Source: an optimization exercise on an open RTL-to-GDS flow (aim: small area). Production flows keep margins and buffers that such runs may drop.
The RTL was checked by simulation tests, not by an equivalence proof against the original design.
Power figures rest on the tool's default switching activity, not on a simulated workload.

## flow/standard.sh

```bash
#!/bin/bash
# synth_recipe.tcl (not shown) runs the flow's synth.tcl, then flattens the netlist and writes it again
# the make line also repeats each setting of config.mk as NAME=value (left out here)
make -C /OpenROAD-flow-scripts/flow DESIGN_CONFIG=/design/flow/config.mk WORK_HOME=/design/flow/orfs CLKGATE_MAP_FILE= SYNTH_SCRIPT=/design/flow/synth_recipe.tcl "${@:-finish}"
```

## flow/constraint.sdc

```tcl
create_clock -name core_clock -period 11.0 [get_ports {clk}]
set_input_delay 2.2000 -clock core_clock [delete_from_list [all_inputs] [get_ports {clk}]]
set_output_delay 2.2000 -clock core_clock [all_outputs]
set_load 0.01 [all_outputs]
```

## flow/flow/own_synth.tcl

```tcl
# The standard synthesis script (synth_recipe.tcl), with one change: the
# combinational logic is mapped by ABC with abc_area_nf.script (next to this
# file) instead of ORFS's area script. Registers are mapped before ABC runs,
# so they come out as in the standard synthesis.
proc synth {args} { yosys synth -nofsm -noshare {*}$args }
set ::own_abc_script [file join [file dirname [file normalize [info script]]] abc_area_nf.script]
proc own_abc_script_trace {name1 name2 op} {
  upvar #0 abc_args a
  set i [lsearch -exact $a -script]
  if { $i >= 0 && [lindex $a [expr {$i + 1}]] ne $::own_abc_script } {
    lset a [expr {$i + 1}] $::own_abc_script
  }
}
trace add variable ::abc_args write own_abc_script_trace
source $::env(SCRIPTS_DIR)/synth.tcl
# left out here: clear keep_hierarchy, flatten, clean up, hide names made inside functions, write 1_2_yosys.v
```

## flow/flow/run.sh

```bash
#!/bin/bash
# Own layout flow, built on the standard flow (standard.sh):
#  2. the synthesis runs again with own_synth.tcl: the same script, but ABC maps
#     the logic with abc_area_nf.script and no adder cells are placed;
#  4. the rest of the standard flow runs, with the port buffers made from the
#     smallest buffer cell and a clock tree of small clock buffers without
#     dummy loads.
# Each tool's full output goes to a log file in this folder.
set -euo pipefail
W=$(pwd)
RES=$W/orfs/results/$FLOW_PLATFORM/imu_tilt_and_gyro_rate_core/base
LOGS=$W/orfs/logs/$FLOW_PLATFORM/imu_tilt_and_gyro_rate_core/base

bash standard.sh synth > synth_standard.log 2>&1
mkdir -p ref_synth
cp $RES/1_2_yosys.v $RES/1_2_yosys.sdc $RES/1_synth.odb $RES/1_synth.sdc ref_synth/
cp $LOGS/1_2_yosys.log ref_synth/1_2_yosys.log

rm -f $RES/1_2_yosys.v $RES/1_2_yosys.sdc $RES/1_synth.odb $RES/1_synth.sdc
if ADDER_MAP_FILE= make -C "$FLOW_HOME" DESIGN_CONFIG=$W/config.mk WORK_HOME=$W/orfs \
      CLKGATE_MAP_FILE= SYNTH_SCRIPT=$W/flow/own_synth.tcl synth > synth_own.log 2>&1 \
   && python3 $W/flow/cmp_regs.py ref_synth/1_2_yosys.v $RES/1_2_yosys.v > regs_compare.log 2>&1; then
  echo "using the own synthesis" >> regs_compare.log
else
  echo "falling back to the standard synthesis" >> regs_compare.log
  cp ref_synth/1_2_yosys.v ref_synth/1_2_yosys.sdc ref_synth/1_synth.odb ref_synth/1_synth.sdc $RES/
fi
touch $RES/1_synth.odb $RES/1_synth.sdc

export BUFFER_PORTS_ARGS="-buffer_cell sky130_fd_sc_hd__buf_1"
export CTS_ARGS="-sink_clustering_enable -repair_clock_nets -dont_use_dummy_load -buf_list {sky130_fd_sc_hd__clkbuf_8} -sink_clustering_size 18 -sink_clustering_max_diameter 50"
bash standard.sh > standard_flow.log 2>&1
cp -r orfs/logs ./orfs_logs 2>/dev/null || true
```

## flow/flow/cmp_regs.py

```python
import re, sys
def ffs(path):
    s = open(path).read()
    out = set()
    for m in re.finditer(r'^\s*(sky130_fd_sc_hd__(\w+?))\s+(\\\S+|\S+)\s*\(', s, re.M):
        cell, base, inst = m.group(1), m.group(2), m.group(3)
        if re.match(r'(e?df|sdf|dl)', base):
            out.add((re.sub(r'_\d+$', '', cell), inst))
    return out
a, b = ffs(sys.argv[1]), ffs(sys.argv[2])
print(len(a), len(b), "same" if a == b else "DIFFERENT")
if a != b:
    print(sorted(a - b)[:10]); print(sorted(b - a)[:10])
    sys.exit(1)
```

## flow/design.v

```verilog
`default_nettype none
package itgr_pkg;
    localparam logic [3:0] P_IDLE  = 4'd0;
    localparam logic [3:0] P_ZERO  = 4'd1;
    localparam logic [3:0] P_CSUM  = 4'd2;
    localparam logic [3:0] P_DLOAD = 4'd3;
    localparam logic [3:0] P_DIV   = 4'd4;
    localparam logic [3:0] P_BWR   = 4'd5;
    localparam logic [3:0] P_SQ    = 4'd6;
    localparam logic [3:0] P_SQRT  = 4'd7;
    localparam logic [3:0] P_CLOAD = 4'd8;
    localparam logic [3:0] P_CORD  = 4'd9;
    localparam logic [3:0] P_SCALE = 4'd10;
    localparam logic [3:0] P_FINAL = 4'd11;
    localparam logic [3:0] P_RD    = 4'd12;
    localparam logic [3:0] P_RM    = 4'd13;
    localparam logic [3:0] P_ACC   = 4'd15;
    localparam logic [3:0] P_RQ    = 4'd14;
endpackage
`default_nettype wire
`default_nettype none
module itgr_cordic (
    input  wire logic [3:0] step,
    input  wire logic [4:0] bit_idx,
    output logic            tab_bit
);
    logic [25:0] tab_raw;
    always_comb
    begin
        case (step)
            4'd0:   tab_raw = 26'd47185920;
            4'd1:   tab_raw = 26'd27855475;
            4'd2:   tab_raw = 26'd14718068;
            4'd3:   tab_raw = 26'd7471121;
            4'd4:   tab_raw = 26'd3750058;
            4'd5:   tab_raw = 26'd1876857;
            4'd6:   tab_raw = 26'd938658;
            4'd7:   tab_raw = 26'd469357;
            4'd8:   tab_raw = 26'd234682;
            4'd9:   tab_raw = 26'd117342;
            4'd10:  tab_raw = 26'd58671;
            4'd11:  tab_raw = 26'd29335;
            4'd12:  tab_raw = 26'd14668;
            4'd13:  tab_raw = 26'd7334;
            4'd14:  tab_raw = 26'd3667;
            default: tab_raw = 26'd1833;
        endcase
    end
    assign tab_bit = (bit_idx < 5'd26) ? tab_raw[bit_idx] : 1'b0;
endmodule
`default_nettype wire
`default_nettype none
import itgr_pkg::*;
module imu_tilt_and_gyro_rate_core (
    input  wire logic         clk,
    input  wire logic         rst_n,
    input  wire logic         s_tvalid,
    output logic              s_tready,
    input  wire logic [95:0]  s_tdata,
    input  wire logic [1:0]   s_tuser,
    output logic              m_tvalid,
    input  wire logic         m_tready,
    output logic [103:0]      m_tdata,
    output logic [2:0]        m_tuser,
    input  wire logic         cfg_valid,
    output logic              cfg_ready,
    input  wire logic [1:0]   cfg_index,
    input  wire logic [9:0]   cfg_data
);
    logic [3:0]  ph;
    logic [5:0]  j6;           
    logic [6:0]  j;
    assign j = {1'b0, j6};
    logic [4:0]  k;
    logic [1:0]  m;
    logic        pr;           
    logic [1:0]  pa;           
    logic [4:0]  pb;           
    logic [7:0]  calib_reg;
    logic [9:0]  gain_reg;
    logic [7:0]  count_reg;
    logic        flag_reg;
    logic        bzero, bzarm;         
    logic        m_tvalid_reg;
    logic [2:0]  user_reg;
    logic [71:0] sumr, biar;
    logic [15:0] f_roll;
    logic [14:0] f_pitch;
    logic        se;
    logic [23:0] f_rx, f_ry, f_rz;
    logic        xe;
    logic [1:0]  ye;
    logic [4:0]  ze;
    logic        c0, c1, c2;           
    logic        seen0;                
    logic        dq1;                  
    logic        sb, sg, yg, rz;
    logic signed [15:0] ax, ay, az;
    logic [7:0]  target;
    assign ax = s_tdata[15:0];
    assign ay = s_tdata[31:16];
    assign az = s_tdata[47:32];
    assign target = (calib_reg == 8'd0) ? 8'd1 : calib_reg;
    function automatic logic [1:0] fadd(input logic a, input logic b, input logic c);
        fadd = {(a & b) | (a & c) | (b & c), a ^ b ^ c};
    endfunction
    logic [2:0]  in_word;
    logic [6:0]  in_pos, in_off, in_d;
    logic [3:0]  in_idx;
    logic [15:0] in_w;
    logic        in_raw, in_low, in_bit;
    always_comb
    begin
        in_word = 3'd0;
        in_pos  = j;
        in_off  = 7'd0;
        unique case (ph)
            P_CSUM:
                in_word = {1'b0, m} + 3'd3;
            P_RD:
            begin
                in_word = {1'b0, m} + 3'd3;
                in_off  = 7'd4;
            end
            P_RM:
            begin
                in_word = {1'b0, m} + 3'd3;
                in_off  = 7'd11;
            end
            P_SQ:
            begin
                in_word = m[0] ? 3'd2 : 3'd1;
                in_off  = (j == 7'd0) ? 7'd0 : {2'b00, k};
                in_pos  = (j == 7'd0) ? {2'b00, k} : j;
            end
            default:    
            begin
                in_word = !m[0] ? 3'd2 : (pr ? 3'd1 : 3'd0);
                in_off  = 7'd8;
            end
        endcase
        in_d   = in_pos - in_off;
        in_low = (in_pos < in_off);
        in_idx = (in_d > 7'd15) ? 4'd15 : in_d[3:0];
        case (in_word)
            3'd0:    in_w = s_tdata[15:0];
            3'd1:    in_w = s_tdata[31:16];
            3'd2:    in_w = s_tdata[47:32];
            3'd3:    in_w = s_tdata[63:48];
            3'd4:    in_w = s_tdata[79:64];
            default: in_w = s_tdata[95:80];
        endcase
        in_raw = in_w[in_idx];
        in_bit = in_low ? 1'b0 : in_raw;
    end
    logic ysp, xsp, ypos, fsp, spneg;
    logic [15:0] kconst, cconst;
    localparam logic [28:0] Z180P = 29'd188743680;
    localparam logic [28:0] Z180N = 29'd0 - 29'd188743680;
    logic sn0;
    assign sn0 = (j == 7'd0) ? 1'b0 : seen0;
    always_comb
    begin
        if (!pr)
        begin
            ysp  = (ax == 16'sd0);
            xsp  = (ay == 16'sd0) && (az == 16'sd0);
            ypos = ax[15];
        end
        else
        begin
            ysp  = (ay == 16'sd0);
            xsp  = (az == 16'sd0);
            ypos = !ay[15];
        end
        fsp    = ysp || xsp;
        spneg  = !ysp && !ypos;
        kconst = ysp ? ((pr && az[15]) ? 16'd18000 : 16'd0) : 16'd9000;
        cconst = pr ? 16'd18000 : 16'd9000;
    end
    logic tab_bit;
    itgr_cordic u_tab (
        .step    (k[3:0]),
        .bit_idx (j[4:0]),
        .tab_bit (tab_bit)
    );
    logic [6:0] jlast;
    always_comb
    begin
        case (ph)
            P_CSUM:  jlast = 7'd23;
            P_DLOAD: jlast = 7'd28;
            P_DIV:   jlast = 7'd27;
            P_BWR:   jlast = 7'd23;
            P_SQRT:  jlast = 7'd29;
            P_CLOAD: jlast = 7'd28;
            P_CORD:  jlast = 7'd28;
            P_SCALE: jlast = 7'd36;
            P_FINAL: jlast = pr ? 7'd15 : 7'd14;
            P_RD:    jlast = 7'd23;
            P_RM:    jlast = 7'd29;
            P_RQ:    jlast = 7'd28;
            default: jlast = 7'd31;
        endcase
    end
    logic jend, syncp, stall, act;
    assign jend  = (j == jlast);
    logic [1:0] sync_pa;
    logic [4:0] sync_pb;
    always_comb
    begin
        sync_pa = m;
        sync_pb = 5'd0;
        if (ph == P_RM)
        begin
            sync_pa = (m == 2'd0) ? 2'd2 : m - 2'd1;
            sync_pb = 5'd17;
        end
    end
    assign syncp = (ph == P_CSUM || ph == P_DLOAD || ph == P_BWR || ph == P_RD || ph == P_RM);
    assign stall = syncp && (j == 7'd0) && !((pb == sync_pb) && (pa == sync_pa));
    assign act   = !stall;
    assign s_tready  = (ph == P_ACC);
    assign cfg_ready = 1'b1;
    assign m_tvalid  = m_tvalid_reg;
    assign m_tuser   = user_reg;
    assign m_tdata   = {flag_reg, f_rz, f_ry, f_rx, f_pitch, f_roll};
    logic [1:0] s_dv, s_pm, s_rq, s_csum, s_dload, s_sq, s_sqrt, s_x, s_y, s_z, s_rd, s_rr;
    logic [2:0] s3;
    logic       sum_h, bias_h;
    logic       b_sq_op, b_sq_a, sq_abit, sq_inv;
    logic       sqrt_s, sqrt_rsh, sqrt_t, q_new;
    logic       tapx, tapy, dir, opx, opy, opz;
    logic       ld_src, ld_neg, ld_v, ld_z;
    logic       sc_c, sc_t2, sc_t5, sc_t6, sc_p, sc_m, sc_r;
    logic       fin_v, fin_o;
    logic       rm_dc, rm_sn, rm_m, rm_p;
    logic       rf_v, rs_c;
    logic       dl_raw, dl_s, dl_h;
    logic       dv_n, dv_sh;
    logic       bw_q, bw_v;
    logic [6:0] jk;
    assign sum_h  = bzero ? 1'b0 : sumr[0];
    assign bias_h = bzero ? 1'b0 : biar[0];
    always_comb
    begin
        s_csum = fadd(sum_h, in_bit, (j == 7'd0) ? 1'b0 : c0);
        dl_raw  = (j >= 7'd4 && j <= 7'd27) ? sumr[68] : 1'b0;
        dl_s    = dl_raw ^ (sg & sn0);
        dl_h    = (j < 7'd7) ? target[j[2:0] + 3'd1] : 1'b0;
        s_dload = fadd(dl_s, dl_h, (j == 7'd0) ? 1'b0 : c0);
        dv_n  = (j < 7'd8) ? target[j[2:0]] : 1'b0;
        dv_sh = (j == 7'd0) ? sb : ((k == 5'd1) ? 1'b0 : dq1);
        s_dv  = fadd(dv_sh, rz ? dv_n : ~dv_n, (j == 7'd0) ? ~rz : c0);
        bw_q = ze[4];
        bw_v = (j <= 7'd20) ? (bw_q ^ (sg & sn0)) : sb;
        sq_abit = (j == 7'd0) ? in_raw : sb;
        sq_inv  = (k == 5'd15);
        b_sq_a  = (m == 2'd0 && k == 5'd0) ? 1'b0 : f_roll[0];
        b_sq_op = sq_abit & (sq_inv ^ ((j < {2'b00, k}) ? 1'b0 : in_raw));
        s_sq    = fadd(b_sq_a, b_sq_op, (j == 7'd0) ? (sq_abit & sq_inv) : c0);
        sqrt_s   = (k < 5'd16) ? f_pitch[14] : 1'b0;
        sqrt_rsh = (j < 7'd2) ? sqrt_s : ((k == 5'd0) ? 1'b0 : c2);    
        if (j == 7'd0)
            sqrt_t = 1'b1;
        else if (j == 7'd1)
            sqrt_t = rz;
        else
            sqrt_t = f_rx[23];    
        s_sqrt = fadd(sqrt_rsh, rz ? sqrt_t : ~sqrt_t, (j == 7'd0) ? ~rz : c0);
        q_new  = (j == 7'd0) ? ((ph == P_SQRT && k == 5'd0) ? 1'b0 : sb) : dq1;
        if (!m[0])
        begin
            ld_src = pr ? in_bit : q_new;
            ld_neg = pr && az[15];
        end
        else
        begin
            ld_src = in_bit;
            ld_neg = !pr || az[15];
        end
        ld_v = ld_src ^ (ld_neg & sn0);
        if (!pr || !az[15])
            ld_z = 1'b0;
        else if (!ay[15])
            ld_z = Z180P[j[4:0]];
        else
            ld_z = Z180N[j[4:0]];
        jk   = {2'b00, k} + j;
        dir  = !yg && rz;
        tapy = (jk > 7'd25) ? yg : f_ry[k[3:0]];
        tapx = (jk > 7'd24) ? 1'b0 : f_rx[k[3:0]];
        opx  = dir ? tapy : ~tapy;
        opy  = dir ? ~tapx : tapx;
        opz  = dir ? tab_bit : ~tab_bit;
        s_x  = fadd(f_rx[0], opx, (j == 7'd0) ? ~dir : c0);
        s_y  = fadd(f_ry[0], opy, (j == 7'd0) ? dir : c1);
        s_z  = fadd(f_rz[0], opz, (j == 7'd0) ? ~dir : c2);
        sc_t2 = (j < 7'd2) ? 1'b0 : (j > 7'd30) ? sg : ze[3];
        sc_t5 = (j < 7'd5) ? 1'b0 : (j > 7'd33) ? sg : ze[0];
        sc_t6 = (j < 7'd6) ? 1'b0 : (j > 7'd34) ? sg : f_rz[23];
        s3    = {2'b00, sc_t2} + {2'b00, sc_t5} + {2'b00, sc_t6} + {1'b0, (j == 7'd0) ? 2'b00 : {c2, c0}};
        sc_p  = s3[0];
        sc_m  = sc_p ^ (sg & sn0);
        s_rr  = fadd(sc_m, (j == 7'd19), (j == 7'd0) ? 1'b0 : c1);
        sc_r  = s_rr[0];
        sc_c  = (j >= 7'd20 && j < 7'd36) ? cconst[4'(j - 7'd20)] : 1'b0;
        if (fsp)
            fin_v = kconst[j[3:0]];
        else if (yg)
            fin_v = cconst[j[3:0]];
        else
            fin_v = pr ? f_roll[0] : f_pitch[0];
        if (j[3:0] == 4'd15)
            fin_v = 1'b0;
        fin_o = fin_v ^ ((fsp ? spneg : sg) & sn0);
        rm_dc = (ph == P_RM) ? ((j == 7'd7) ? 1'b1 : c0) : ((j == 7'd0) ? 1'b1 : c0);
        s_rd  = fadd(in_bit, ~bias_h, rm_dc);
        rm_sn = (j == 7'd7) ? 1'b0 : seen0;
        rm_m  = (j < 7'd7) ? 1'b0 : (s_rd[0] ^ (sg & rm_sn));
        rm_p  = (k == 5'd0 || j == 7'd29) ? 1'b0 : f_rz[0];
        s_pm  = fadd(rm_p, rm_m & gain_reg[k[3:0]], (j == 7'd0) ? 1'b0 : c1);
        s_rq  = fadd(f_rz[1], (j == 7'd0) ? f_rz[0] : c1, 1'b0);
        if (yg)
            rf_v = sg ? (j == 7'd23) : (j != 7'd23);
        else
            rf_v = s_rq[0] ^ (sg & sn0);
        rs_c = sg ? (j == 7'd1 || j == 7'd25) : (j <= 7'd24);
    end
    logic rs_en, roll_en, pitch_en, rs_in, roll_in, pitch_in;
    logic rx_en, ry_en, rz_en, rx_in, ry_in, rz_in;
    logic fx_en, fy_en, fz_en, fr_in;
    always_comb
    begin
        rs_en = 1'b0; roll_en = 1'b0; pitch_en = 1'b0;
        rs_in = 1'b0; roll_in = 1'b0; pitch_in = 1'b0;
        rx_en = 1'b0; ry_en = 1'b0; rz_en = 1'b0;
        rx_in = 1'b0; ry_in = 1'b0; rz_in = 1'b0;
        fx_en = 1'b0; fy_en = 1'b0; fz_en = 1'b0; fr_in = 1'b0;
        unique case (ph)
            P_ZERO:
            begin
                rs_en = 1'b1;
                fx_en = 1'b1; fy_en = 1'b1; fz_en = 1'b1;
            end
            P_DLOAD:
            begin
                rz_en = act;
                rz_in = s_dload[0];
            end
            P_DIV:
            begin
                rz_en = 1'b1;
                rz_in = (j == 7'd27) ? sb : f_rz[0];
                rx_en = (k != 5'd0) && (j < 7'd25);
                rx_in = s_dv[0];
            end
            P_BWR:
            begin
                rz_en = act;
                rz_in = f_rz[0];
            end
            P_SQ:
            begin
                rs_en = 1'b1;
                rs_in = s_sq[0];
            end
            P_SQRT:
            begin
                rs_en = (j < 7'd30);
                rs_in = f_roll[0];
                ry_en = (j < 7'd26);
                ry_in = s_sqrt[0];
                rx_en = (j < 7'd25);
                rx_in = q_new;
            end
            P_CLOAD:
            begin
                rx_en = !m[0] && (j < 7'd25);
                rx_in = ld_v;
                ry_en = m[0] && (j < 7'd26);
                ry_in = ld_v;
                rz_en = !m[0];
                rz_in = ld_z;
            end
            P_CORD:
            begin
                rx_en = (j < 7'd25);
                rx_in = s_x[0];
                ry_en = (j < 7'd26);
                ry_in = s_y[0];
                rz_en = 1'b1;
                rz_in = s_z[0];
            end
            P_SCALE:
            begin
                rz_en    = 1'b1;
                rz_in    = f_rz[0];
                roll_en  = pr && (j >= 7'd20) && (j < 7'd36);
                pitch_en = !pr && (j >= 7'd20) && (j < 7'd35);
                roll_in  = sc_r;
                pitch_in = sc_r;
            end
            P_FINAL:
            begin
                roll_en  = pr;
                pitch_en = !pr;
                roll_in  = fin_o;
                pitch_in = fin_o;
            end
            P_RM:
            begin
                rz_en = act;
                rz_in = s_pm[0];
            end
            P_RQ:
            begin
                rz_en = 1'b1;
                rz_in = (m == 2'd2) ? rf_v : f_rz[0];
                fx_en = (m == 2'd0) && (j < 7'd24);
                fy_en = (m == 2'd1) && (j < 7'd24);
                fr_in = rf_v;
            end
            default:
            begin
            end
        endcase
    end
    always_ff @(posedge clk)
    begin
        if (rs_en)
        begin
            f_roll  <= {f_pitch[0], f_roll[15:1]};
            f_pitch <= {se, f_pitch[14:1]};
            se      <= rs_in;
        end
        if (roll_en)
            f_roll <= {roll_in, f_roll[15:1]};
        if (pitch_en)
            f_pitch <= {pitch_in, f_pitch[14:1]};
        if (rx_en)
        begin
            f_rx <= {xe, f_rx[23:1]};
            xe   <= rx_in;
        end
        else if (fx_en)
            f_rx <= {fr_in, f_rx[23:1]};
        if (ry_en)
        begin
            f_ry <= {ye[0], f_ry[23:1]};
            ye   <= {ry_in, ye[1]};
        end
        else if (fy_en)
            f_ry <= {fr_in, f_ry[23:1]};
        if (rz_en)
        begin
            f_rz <= {ze[0], f_rz[23:1]};
            ze   <= {rz_in, ze[4:1]};
        end
        else if (fz_en)
            f_rz <= {fr_in, f_rz[23:1]};
    end
    logic sum_in, bias_in;
    assign sum_in  = (ph == P_CSUM && act) ? s_csum[0] : sum_h;
    assign bias_in = (ph == P_BWR && act) ? bw_v : bias_h;
    always_ff @(posedge clk)
    begin
        sumr <= {sum_in, sumr[71:1]};
        biar <= {bias_in, biar[71:1]};
    end
    always_ff @(posedge clk or negedge rst_n)
    begin
        if (!rst_n)
        begin
            ph           <= P_IDLE;
            pa           <= '0;
            pb           <= '0;
            calib_reg    <= 8'd60;
            gain_reg     <= 10'd70;
            count_reg    <= '0;
            flag_reg     <= 1'b0;
            bzero        <= 1'b1;
            bzarm        <= 1'b1;
            m_tvalid_reg <= 1'b0;
        end
        else
        begin
            if (pb == 5'd23 && pa == 2'd2)
            begin
                if (bzarm)
                    bzarm <= 1'b0;
                else
                    bzero <= 1'b0;
            end
            if (pb == 5'd23)
            begin
                pb <= '0;
                pa <= (pa == 2'd2) ? 2'd0 : pa + 2'd1;
            end
            else
                pb <= pb + 5'd1;
            if (cfg_valid)
            begin
                if (cfg_index == 2'd0)
                    calib_reg <= cfg_data[7:0];
                else if (cfg_index == 2'd1)
                    gain_reg <= cfg_data;
            end
            if (ph == P_ACC)
                m_tvalid_reg <= 1'b1;
            else if (m_tready)
                m_tvalid_reg <= 1'b0;
            unique case (ph)
                P_IDLE:
                begin
                    if (s_tvalid && !m_tvalid_reg)
                    begin
                        case (s_tuser)
                            2'd1: ph <= P_SQ;
                            2'd0:
                            begin
                                if (count_reg < target)
                                begin
                                    count_reg <= count_reg + 8'd1;
                                    ph        <= P_CSUM;
                                end
                                else
                                    ph <= P_ZERO;
                            end
                            2'd2:
                            begin
                                ph        <= P_ZERO;
                                bzero     <= 1'b1;
                                bzarm     <= 1'b1;
                                count_reg <= '0;
                                flag_reg  <= 1'b0;
                            end
                            default: ph <= P_ZERO;
                        endcase
                    end
                end
                P_ZERO:
                    if (jend)
                        ph <= P_ACC;
                P_CSUM:
                    if (act && jend && m == 2'd2)
                        ph <= (count_reg == target) ? P_DLOAD : P_ZERO;
                P_DLOAD:
                    if (act && jend)
                    begin
                        ph <= P_DIV;
                    end
                P_DIV:
                    if (jend)
                    begin
                        if (k == 5'd28)
                            ph <= P_BWR;
                    end
                P_BWR:
                    if (act && jend)
                    begin
                        if (m == 2'd2)
                        begin
                            flag_reg <= 1'b1;
                            ph       <= P_ZERO;
                        end
                        else
                            ph <= P_DLOAD;
                    end
                P_SQ:
                    if (jend)
                    begin
                        if (k == 5'd15)
                        begin
                            if (m == 2'd1)
                            begin
                                ph <= P_SQRT;
                            end
                        end
                    end
                P_SQRT:
                    if (jend)
                    begin
                        if (k == 5'd23)
                            ph <= P_CLOAD;
                    end
                P_CLOAD:
                    if (jend)
                    begin
                        if (m[0])
                        begin
                            ph <= P_CORD;
                        end
                    end
                P_CORD:
                    if (jend)
                    begin
                        if (k == 5'd15)
                            ph <= P_SCALE;
                    end
                P_SCALE:
                    if (jend)
                        ph <= P_FINAL;
                P_FINAL:
                    if (jend)
                    begin
                        ph <= pr ? P_RD : P_CLOAD;
                    end
                P_RD:
                    if (act && jend)
                    begin
                        ph <= P_RM;
                    end
                P_RM:
                    if (act && jend)
                    begin
                        if (k == 5'd9)
                            ph <= P_RQ;
                    end
                P_RQ:
                    if (jend)
                        ph <= (m == 2'd2) ? P_ACC : P_RD;
                P_ACC:
                    ph <= P_IDLE;
                default:
                    ph <= P_IDLE;
            endcase
        end
    end
    logic [4:0] k_next;
    always_ff @(posedge clk or negedge rst_n)
    begin
        if (!rst_n)
            k <= '0;
        else
            k <= k_next;
    end
    always_ff @(posedge clk)
    begin
        if (ph == P_IDLE || ph == P_ACC)
            j6 <= '0;
        else if (act)
            j6 <= jend ? 6'd0 : j6 + 6'd1;
        unique case (ph)
            P_IDLE:
            begin
                m  <= '0;
                pr <= 1'b0;
            end
            P_CSUM:
                if (act && jend)
                    m <= (m == 2'd2) ? 2'd0 : m + 2'd1;
            P_BWR:
                if (act && jend)
                    m <= m + 2'd1;
            P_SQ:
                if (jend && k == 5'd15)
                    m <= m[0] ? 2'd0 : m + 2'd1;
            P_CLOAD:
                if (jend)
                    m <= m[0] ? 2'd0 : m + 2'd1;
            P_FINAL:
                if (jend)
                begin
                    pr <= 1'b1;
                    m  <= '0;
                end
            P_RQ:
                if (jend)
                    m <= m + 2'd1;
            default:
            begin
            end
        endcase
    end
    always_comb
    begin
        k_next = k;
        unique case (ph)
            P_IDLE:
                k_next = '0;
            P_DLOAD:
                if (act && jend)
                    k_next = '0;
            P_RD:
                if (act && jend)
                    k_next = '0;
            P_DIV:
                if (jend)
                    k_next = k + 5'd1;
            P_SQRT:
                if (jend)
                    k_next = k + 5'd1;
            P_CORD:
                if (jend)
                    k_next = k + 5'd1;
            P_SQ:
                if (jend)
                    k_next = (k == 5'd15) ? 5'd0 : k + 5'd1;
            P_CLOAD:
                if (jend && m[0])
                    k_next = '0;
            P_RM:
                if (act && jend)
                    k_next = k + 5'd1;
            default:
            begin
            end
        endcase
    end
    always_ff @(posedge clk)
    begin
        dq1 <= (ph == P_SQRT && k == 5'd0) ? 1'b0 : f_rx[0];
        unique case (ph)
            P_CSUM:  c0 <= s_csum[1];
            P_DLOAD: c0 <= s_dload[1];
            P_DIV:   c0 <= s_dv[1];
            P_RM:    c0 <= s_rd[1];
            P_SQ:    c0 <= s_sq[1];
            P_SQRT:  c0 <= s_sqrt[1];
            P_RD:    c0 <= s_rd[1];
            P_SCALE: c0 <= s3[1];
            default: c0 <= s_x[1];
        endcase
        unique case (ph)
            P_SQRT:  c1 <= f_ry[0];
            P_SCALE: c1 <= s_rr[1];
            P_RM:    c1 <= s_pm[1];
            P_RQ:    c1 <= s_rq[1];
            default: c1 <= s_y[1];
        endcase
        c2 <= (ph == P_SCALE) ? s3[2] : (ph == P_SQRT) ? c1 : s_z[1];
        unique case (ph)
            P_DLOAD: seen0 <= sn0 | dl_raw;
            P_BWR:   seen0 <= sn0 | bw_q;
            P_CLOAD: seen0 <= sn0 | ld_src;
            P_SCALE: seen0 <= sn0 | sc_p;
            P_FINAL: seen0 <= sn0 | fin_v;
            P_CORD:  seen0 <= (j < 7'd26) ? (sn0 | s_y[0]) : seen0;
            P_RM:    seen0 <= rm_sn | s_rd[0];
            default: seen0 <= sn0 | s_rq[0];
        endcase
    end
    always_ff @(posedge clk)
    begin
        unique case (ph)
            P_IDLE:
            begin
                rz <= 1'b0;
                sb   <= 1'b0;
                if (s_tvalid && !m_tvalid_reg)
                begin
                    case (s_tuser)
                        2'd1:    user_reg <= 3'd2;
                        2'd0:    user_reg <= (count_reg < target) ? 3'd0 : 3'd4;
                        2'd2:    user_reg <= 3'd3;
                        default: user_reg <= 3'd4;
                    endcase
                end
            end
            P_CSUM:
                if (count_reg == target)
                    user_reg <= 3'd1;
            P_DLOAD:
                if (act && j == 7'd0)
                begin
                    sg <= sumr[23];
                    rz <= 1'b0;
                    sb   <= 1'b0;
                end
            P_DIV:
            begin
                if (j == 7'd27)
                    sb <= f_rz[0];
                if (j == 7'd24 && k != 5'd0)
                begin
                    rz <= s_dv[0];
                    sb   <= ~s_dv[0];
                end
            end
            P_BWR:
                if (j == 7'd20)
                    sb <= bw_v;
            P_SQ:
                if (j == 7'd0)
                    sb <= in_raw;
            P_SQRT:
                if (j == 7'd25)
                begin
                    rz <= s_sqrt[0];
                    sb   <= ~s_sqrt[0];
                end
            P_CLOAD:
                if (j == 7'd28)
                begin
                    if (m[0])
                    begin
                        yg <= ye[1];
                        rz  <= seen0;
                    end
                    else
                        sg <= ld_z;
                end
            P_CORD:
                if (j == 7'd28)
                begin
                    yg <= ye[1];
                    rz  <= seen0;
                    sg <= s_z[0];
                end
            P_SCALE:
                if (j >= 7'd20)
                    yg <= (sc_r & ~sc_c) | (~(sc_r ^ sc_c) & ((j == 7'd20) ? 1'b0 : yg));
            P_RD:
                if (act && j == 7'd23)
                    sg <= s_rd[0];
            P_RM:
                if (act && k == 5'd9 && j != 7'd0)
                    yg <= (s_pm[0] & ~rs_c) | (~(s_pm[0] ^ rs_c) & ((j == 7'd1) ? 1'b1 : yg));
            default:
            begin
            end
        endcase
    end
endmodule
`default_nettype wire
```

## flow/flow/abc_area_nf.script

```
strash
&get -n
&fraig -x
&put
dc2
strash
&get -n
&dch -f
&nf -R 1000
&put
strash
&get -n
&dch -f
&nf -R 1000
&put
strash
&get -n
&dch -f
&nf -R 1000
&put
```

## flow/config.mk

```make
export PLATFORM = sky130hd
export DESIGN_NAME = imu_tilt_and_gyro_rate_core
export DESIGN_NICKNAME = imu_tilt_and_gyro_rate_core
export VERILOG_FILES = /design/flow/design.v
export SDC_FILE = /design/flow/constraint.sdc
export NUM_CORES = 4
export LEC_CHECK = 0
export ABC_AREA = 1
export CAP_MARGIN = 20
export CORE_MARGIN = 2
export CORE_UTILIZATION = 50
export GPL_TIMING_DRIVEN = 0
export SLEW_MARGIN = 20
```

==> results.json <==
{
  "wire_per_inst_um": 22.87,
  "clockBufferDepth": 3,
  "setup_tns_ns": 0,
  "synth_seq_cells": 323,
  "grt_start_max_net_pins": 31,
  "synth_cells": 1252,
  "drc": 0,
  "synth_compound_area_share_pct": 17.09,
  "setup.worst_path.end_class": "flip-flop",
  "ys_types": 60,
  "crit_path_max_fanout": 17,
  "fin_hold_ws_ns": 0.3004,
  "htreeDepth": 1,
  "hold_violations": 0,
  "seq_area_frac_synth_pct": 59.99,
  "avgSynthCellArea_um2": 10.57,
  "netlist_area_mm2": 0.01323,
  "clock_latency_ns": 0.64,
  "timing_worst_setup_path_type": "flip-flop to flip-flop",
  "ys_warn_count": 2,
  "slew_headroom_pct": 21.62,
  "rsz0062_at_grt": "false",
  "first_pass_iters": 9,
  "cts_resized": 0,
  "hold_class": "flip-flop to flip-flop",
  "cts.sinks": 323,
  "cts_tree": "yes",
  "routed_wl_um": 42250,
  "fin_nets": 1625,
  "antenna_found_initial": 4,
  "yosys.area.top_type": "edfxtp_1",
  "drt_iter0_markers": 1442,
  "synthXorXnorAreaFrac_pct": 3.706,
  "top_regs": "biar: 72 flops, sumr: 72 flops",
  "vias": 11559,
  "fmax_ghz": 0.1176,
  "syn_nets": 1367,
  "rows": 59,
  "synth_top_family_by_area": "compound AO/OA/AOI/OAI gates",
  "io_pins": 225,
  "coreArea_mm2": 0.02606,
  "ant_nets": 0,
  "postCtsHoldBufs": 0,
  "overflow": 0,
  "initial_core_util_pct": 50.79,
  "cp.arrival_ns": 8.85,
  "finalWorstSetupSlack_ns": 2.499,
  "drive_gt1_share_pct": 3.382,
  "outcome": "complete, no violations",
  "grt_pass1_wl_um": 64270,
  "yosys.area_share.adder_pct": 0.3782,
  "die_y_um": 166.7,
  "dp_hpwl_um": 31160,
  "gp_congestion": 0.9997,
  "layout.cells.non_filler": 1847,
  "startpoint_type": "flip-flop",
  "synthFlopType": "dfxtp_1",
  "fin_crit_sh_pct": 77.29,
  "drv_cap": 0,
  "synth_edf_count": 123,
  "place_ws_ns": 2.957,
  "worst-slew-pin-transition_ns": 1.174,
  "cts_root_buf": "clkbuf_8",
  "grt_pass1_vias": 10809,
  "placed_cells": 1815,
  "p_per_area_mw_per_mm2": 327.8,
  "p_leak_nw": 5.224,
  "cts_setup_buffers": 0,
  "netlist.area_leader.share_pct": 27.91,
  "async_reset_ff_share_pct": 14.24,
  "drv_slew": 0,
  "synthTopCellsByCount": "dfxtp_1 (154), nand2_1 (136), edfxtp_1 (123), nor2_1 (123), a21oi_1 (108)",
  "syn_to_final_growth_pct": 13.08,
  "synth.area.mux_share_pct": 1.985,
  "track_usage_pct": 29.64,
  "clk_pin_slew_ns": 0.10,
  "fin_skew_ns": 0.1370,
  "cts_buffers": 28,
  "required_ns": 11.35,
  "die_x_um": 166.7,
  "viasPerCell": 6.258,
  "yosysMostFrequentCell": "dfxtp_1",
  "period_needed_ns": 8.501,
  "setup_viol": 0,
  "ir_worst_vdd_mv": 0.2166,
  "fp.dieArea_mm2": 0.02779,
  "synthSimpleGateAreaFrac_pct": 16.00,
  "synth_area_leaders": "edfxtp_1 (28%), dfxtp_1 (23%), dfrtp_1 (7.0%), a21oi_1 (4.1%), nand2_1 (3.9%)",
  "total_power_mw": 4.906,
  "io_buffers": 223
}
worst paths after layout:
| path | startpoint | end | slack (ns) | cells after the start |
|---|---|---|---|---|
| setup reg to reg | j6[2] | yg | 2.50 | 27 |
| setup / recovery | j6[2] | yg | 2.50 | 27 |
| max in group asynchronous | rst_n | gain_reg[7] | 8.86 | 2 |
| min in group asynchronous | rst_n | count_reg[2] | 1.50 | 1 |
| hold / removal | sumr[71] | sumr[70] | 0.30 | 0 |
| hold reg to reg | sumr[71] | sumr[70] | 0.30 | 0 |
routing by layer:
metal / track usage [%] / up-vias / share of wire, %
met5: 0 / - / 0
met4: 14.21 / 0 / 5.4
met1: 40.93 / 5469 / 41
li1: - / 5240 / -
met3: 5.846 / 139 / 9.5
met2: 45.22 / 711 / 44
cell usage in the layout (no fill, tap or decap), types with 7 or more instances in the layout:
| cell type | Yosys | final |
|---|---|---|
| nor3_1 | 40 | 39 |
| edfxtp_1 | 123 | 123 |
| xnor2_1 | 36 | 36 |
| clkbuf_8 | 0 | 28 |
| xor2_1 | 20 | 20 |
| nand3_1 | 48 | 48 |
| and3_1 | 9 | 9 |
| clkinv_1 | 25 | 25 |
| nand4_1 | 13 | 13 |
| a31oi_1 | 20 | 20 |
| dfxtp_1 | 154 | 154 |
| nor4_1 | 23 | 23 |
| o21ai_0 | 95 | 94 |
| nor2b_1 | 15 | 15 |
| mux2_1 | 18 | 18 |
| dfstp_2 | 9 | 9 |
| a222oi_1 | 29 | 29 |
| and2_0 | 10 | 10 |
| a21oi_1 | 108 | 108 |
| o22ai_1 | 27 | 27 |
| dfrtp_1 | 37 | 37 |
| nand2_1 | 136 | 136 |
| nor2_1 | 123 | 120 |
| o211ai_1 | 7 | 7 |
| buf_1 | 0 | 222 |
| a22oi_1 | 13 | 13 |
| nand2b_1 | 15 | 15 |
logic make-up (layout without fill, tap and decap cells):
family	count (synthesis)	after routing
simple gates	456	456
buf+inv	27	283
mux	24	24
flops	323	323
xor+xnor	56	56
compound gates	360	360
other cells	1	5
fa+ha+maj	5	5
worst max-delay path, stage by stage, from the launching register on:
cell      delay [ns]
dfxtp_1         0.56
nor2_1          0.35
nand2_1         0.21
nor3_1          0.78
nand2_1         0.73
nor2_1          0.36
a21oi_1         0.12
nor2_1          0.20
clkinv_1        0.08
a21oi_1         0.22
maj3_1          0.26
maj3_1          0.21
a21oi_1         0.12
xnor2_1         0.30
nand2_1         0.11
nor3_1          0.77
a32oi_1         0.29
a21oi_1         0.21
a22oi_1         0.17
a21oi_1         0.64
xnor2_1         0.31
xnor2_1         0.19
nor2_1          0.24
xor2_1          0.13
xnor2_1         0.33
o21ai_0         0.15
nand2_1         0.09
o211ai_1        0.08
area by class of cell:
type                            count  area (um^2)
Inverter                           25        93.84
Tap cell                          335        419.2
Clock buffer                       28        385.4
Sequential cell                   323         7939
Fill cell                        2343        11090
Multi-Input combinational cell    902         5206
Buffer                              2        15.01
Timing Repair Buffer              228        897.1
Antenna cell                        4        10.01
where the power goes:
group          switching, mW  leakage [nW]  internal, mW  total, mW
Clock                  0.354         0.201         0.226      0.579
Combinational           1.50          2.06         0.727       2.23
Sequential             0.338          2.96          1.76       2.10
Total                   2.19          5.22          2.72       4.91
stage by stage:
| stage | cell area [um^2] | utilization, % |
|---|---|---|
| final | 14970 | 57.43 |
| after detailed placement | 14560 | 55.87 |
| after floorplan | 13230 | - |
| after global routing | 14970 | 57.43 |
| after CTS | 14950 | 57.35 |
| after global placement | 14490 | 55.61 |

-- afterwards: timing with drivers on the ports --
Ports are ideal in the flow. The routed layout listed here was re-timed in OpenROAD.
Step 1 assumes that a clkbuf_16 drives the clock port and a buf_2 every other input.
Step 2 also shifts input and output timing later by t, the mid clock arrival at the registers, as if the neighbouring blocks saw the same clock.
Slacks: no drivers / after step 1 / after step 2; pairs: no drivers / after step 1.
t (ns): 0.615
setup WS [ns]: 2.499 / 2.499 / 2.499
hold WS [ns]: 0.300 / 0.300 / 0.300
After both steps setup and hold are still met in this run. The setup slack of this run moves by 0.000 ns with the drivers and by 0.000 ns with both steps.
